This design comes from an exercise in tuning for small area, a short achievable clock period and few clock cycles per item on the open sky130 flow, not from production work.
The RTL was checked by simulation tests, not by an equivalence proof against the original design.

rev 12:
==> flow/design.v (excerpt) <==
module des_core (
	input  logic                   clk,
	input  logic                   rst_n,
	input  logic                   encipher_en,
	input  logic                   decipher_en,
	input  des_types_pkg::block_t  data,
	input  logic [64-1:0]  key,
	output des_types_pkg::block_t  result,
	output logic                   ready,
	output logic                   done
);
==> module des_core, before the edit <==
module des_core (
	input  logic                   clk,
	input  logic                   rst_n,
	input  logic                   encipher_en,
	input  logic                   decipher_en,
	input  des_types_pkg::block_t  data,
	input  logic [64-1:0]  key,
	output des_types_pkg::block_t  result,
	output logic                   ready,
	output logic                   done
);
	localparam int CW = 28;
	logic       busy;
	logic       decrypt;
	logic [3:0] cnt;
	logic       start;
	logic       last;
	logic       two;
	assign ready = ~busy;
	assign start = ~busy & (encipher_en | decipher_en);
	assign last  = (cnt == 4'd15);
	assign two = ~((cnt == 4'd0) | (cnt == 4'd7) | (cnt == 4'd14));
	always_ff @(posedge clk or negedge rst_n) begin
		if (!rst_n) begin
			busy <= 1'b0;
			done <= 1'b0;
			cnt  <= '0;
		end else begin
			done <= busy & last;
			if (start) begin
				busy <= 1'b1;
				cnt  <= '0;
			end else begin
				cnt <= cnt + 1'b1;
				if (last)
					busy <= 1'b0;
			end
		end
	end
	always_ff @(posedge clk) begin
		if (!busy)
			decrypt <= ~encipher_en;
	end
	logic [2*CW-1:0] cd0;
	logic [CW-1:0]   c_q, d_q;
	logic [CW-1:0]   c_n, d_n;
	logic [2*CW-1:0] cd_q;
	des_types_pkg::subkey_t subkey;
	always_comb begin
		for (int i = 0; i < 2*CW; i++)
			cd0[2*CW-1-i] = key[des_tables_pkg::pc1_tab(i)];
	end
	logic [CW-1:0] c_s, d_s;
	logic          sel_right, sel_two;
	assign sel_right = busy & decrypt;
	assign sel_two   = busy ? two : encipher_en;
	always_comb begin
		if (busy) begin
			c_s = c_q;
			d_s = d_q;
		end else begin
			c_s = {cd0[CW], cd0[2*CW-1:CW+1]};
			d_s = {cd0[0], cd0[CW-1:1]};
		end
		case ({sel_right, sel_two})
			2'b00: begin c_n = {c_s[CW-2:0], c_s[CW-1]};      d_n = {d_s[CW-2:0], d_s[CW-1]};      end
			2'b01: begin c_n = {c_s[CW-3:0], c_s[CW-1:CW-2]}; d_n = {d_s[CW-3:0], d_s[CW-1:CW-2]}; end
			2'b10: begin c_n = {c_s[0], c_s[CW-1:1]};         d_n = {d_s[0], d_s[CW-1:1]};         end
			default: begin c_n = {c_s[1:0], c_s[CW-1:2]};     d_n = {d_s[1:0], d_s[CW-1:2]};       end
		endcase
		cd_q = {c_q, d_q};
		for (int i = 0; i < 48; i++)
			subkey[48-1-i] = cd_q[des_tables_pkg::pc2_tab(i)];
	end
	always_ff @(posedge clk) begin
		c_q <= c_n;
		d_q <= d_n;
	end
	des_types_pkg::block_t    ip_out;
	des_types_pkg::half_t     l_q, r_q;
	des_types_pkg::subkey_t   mixed;
	des_types_pkg::half_t     s_out;
	des_types_pkg::half_t     f_val;
	logic [5:0]               six;
	always_comb begin
		for (int i = 0; i < 64; i++)
			ip_out[64-1-i] = data[des_tables_pkg::ip_tab(i)];
	end
	always_comb begin
		for (int i = 0; i < 48; i++)
			mixed[48-1-i] = r_q[des_tables_pkg::e_tab(i)] ^ subkey[48-1-i];
		for (int b = 0; b < 8; b++) begin
			six = mixed[48-1-6*b -: 6];
			s_out[32-1-4*b -: 4] = des_tables_pkg::sbox_tab(3'(b),
				{six[5], six[0]}, six[4:1]);
		end
		for (int i = 0; i < 32; i++)
			f_val[32-1-i] = s_out[des_tables_pkg::p_tab(i)];
	end
	always_ff @(posedge clk) begin
		if (!busy) begin
			l_q <= ip_out[64-1:32];
			r_q <= ip_out[32-1:0];
		end else begin
			l_q <= r_q;
			r_q <= l_q ^ f_val;
		end
	end
	des_types_pkg::block_t pre_out;
	assign pre_out = {r_q, l_q};
	always_comb begin
		for (int i = 0; i < 64; i++)
			result[64-1-i] = pre_out[des_tables_pkg::fp_tab(i)];
	end
endmodule
==> flow/config.mk <==
export PLATFORM = sky130hd
export DESIGN_NAME = des_core
export DESIGN_NICKNAME = des_core
export VERILOG_FILES = /design/flow/design.v
export SDC_FILE = /design/flow/constraint.sdc
export NUM_CORES = 4
export LEC_CHECK = 0
export ABC_AREA = 1
export CAP_MARGIN = 20
export CORE_MARGIN = 2
export CORE_UTILIZATION = 45
export PLACE_DENSITY = 0.6
export SETUP_SLACK_MARGIN = 5
export SLEW_MARGIN = 20
==> flow/constraint.sdc <==
create_clock -name core_clock -period 8.0 [get_ports {clk}]
set_input_delay 1.6000 -clock core_clock [delete_from_list [all_inputs] [get_ports {clk}]]
set_output_delay 1.6000 -clock core_clock [all_outputs]
set_load 0.01 [all_outputs]
run.sh (not shown) runs the stock make flow with config.mk's settings and CLKGATE_MAP_FILE= SYNTH_SCRIPT=/design/flow/synth_recipe.tcl, a recipe that flattens the netlist after the stock synthesis.
Rev 12 did not stop at any stage, and its layout met the timing, DRC and antenna checks.
Testbench counts of rev 12, summed over its fixed seeds: cycles 27,208, items 1,600.
Changes in rev 13 relative to rev 12:
diff --git a/flow/design.v b/flow/design.v
--- a/flow/design.v
+++ b/flow/design.v
@@ -160,21 +160,10 @@
 			cd0[2*CW-1-i] = key[des_tables_pkg::pc1_tab(i)];
 	end
-	logic [CW-1:0] c_s, d_s;
-	logic          sel_right, sel_two;
-	assign sel_right = busy & decrypt;
-	assign sel_two   = busy ? two : encipher_en;
-	always_comb begin
-		if (busy) begin
-			c_s = c_q;
-			d_s = d_q;
-		end else begin
-			c_s = {cd0[CW], cd0[2*CW-1:CW+1]};
-			d_s = {cd0[0], cd0[CW-1:1]};
-		end
-		case ({sel_right, sel_two})
-			2'b00: begin c_n = {c_s[CW-2:0], c_s[CW-1]};      d_n = {d_s[CW-2:0], d_s[CW-1]};      end
-			2'b01: begin c_n = {c_s[CW-3:0], c_s[CW-1:CW-2]}; d_n = {d_s[CW-3:0], d_s[CW-1:CW-2]}; end
-			2'b10: begin c_n = {c_s[0], c_s[CW-1:1]};         d_n = {d_s[0], d_s[CW-1:1]};         end
-			default: begin c_n = {c_s[1:0], c_s[CW-1:2]};     d_n = {d_s[1:0], d_s[CW-1:2]};       end
+	always_comb begin
+		case ({decrypt, two})
+			2'b00: begin c_n = {c_q[CW-2:0], c_q[CW-1]};    d_n = {d_q[CW-2:0], d_q[CW-1]};    end
+			2'b01: begin c_n = {c_q[CW-3:0], c_q[CW-1:CW-2]}; d_n = {d_q[CW-3:0], d_q[CW-1:CW-2]}; end
+			2'b10: begin c_n = {c_q[0], c_q[CW-1:1]};       d_n = {d_q[0], d_q[CW-1:1]};       end
+			default: begin c_n = {c_q[1:0], c_q[CW-1:2]};   d_n = {d_q[1:0], d_q[CW-1:2]};     end
 		endcase
 		cd_q = {c_q, d_q};
@@ -183,6 +172,16 @@
 	end
 	always_ff @(posedge clk) begin
-		c_q <= c_n;
-		d_q <= d_n;
+		if (!busy) begin
+			if (encipher_en) begin
+				c_q <= {cd0[2*CW-2:CW], cd0[2*CW-1]};
+				d_q <= {cd0[CW-2:0], cd0[CW-1]};
+			end else begin
+				c_q <= cd0[2*CW-1:CW];
+				d_q <= cd0[CW-1:0];
+			end
+		end else begin
+			c_q <= c_n;
+			d_q <= d_n;
+		end
 	end
 	des_types_pkg::block_t    ip_out;
Results
Utilization rev 12 -> rev 13: down. Register-to-register slack for rev 13: 0.19 ns up relative to rev 12. | count of clock-buffer cells in the layout | rev 13 vs rev 12 | 1 higher |. Changes observed in rev 13 relative to rev 12: combined area of all synthesized cells up 560 um2, global placer's final weighted congestion rose about 0.4%, count of inverters not on the clock network in the layout now larger. For ratio of final minimum period to clock period, rev 12 and rev 13 come out practically identical. Between rev 13 and rev 12, the largest stage delay on the critical path figures differ only marginally. Compared with rev 12, rev 13 shows a via count that is about 6.4% higher. Compared rev 13 vs rev 12, and total of fill cells in the finished design is up in rev 13.
Testbench counts of rev 13, summed over its fixed seeds: cycles 27,208, items 1,600.

==> what the ideal ports hide <==
How much do the figures lean on ideal ports? The routed layouts below were timed once more, with nothing changed but the port constraints. Step 1 (the two cells are an assumption about what drives the block):
set clk [get_ports {clk}]
set_driving_cell -lib_cell sky130_fd_sc_hd__clkbuf_16 $clk
set_driving_cell -lib_cell sky130_fd_sc_hd__buf_2 [delete_from_list [all_inputs] $clk]
Step 2 moves the port delays by t, midway between the first and last clock arrival at a register: inputs arrive t later, outputs are due t later. That takes back most of the time a late clock gives input paths. a / b / c = no drivers / after step 1 / after step 2; a / b = the first two.
run	shift t [ns]	setup WS [ns]	worst setup path after step 2	worst register clock-pin slew, ns	worst slew at a driven data input, ns
rev 12	0.484	5.019 / 4.967 / 4.648	input to register	0.07 / 0.07	0.07
rev 13	0.485	5.027 / 4.976 / 4.747	input to register	0.07 / 0.07	0.05
After both steps setup and hold are still met in every run listed. For rev 12, which loses most, drivers alone change the setup slack by -0.052 ns; drivers and shift together by -0.371 ns.
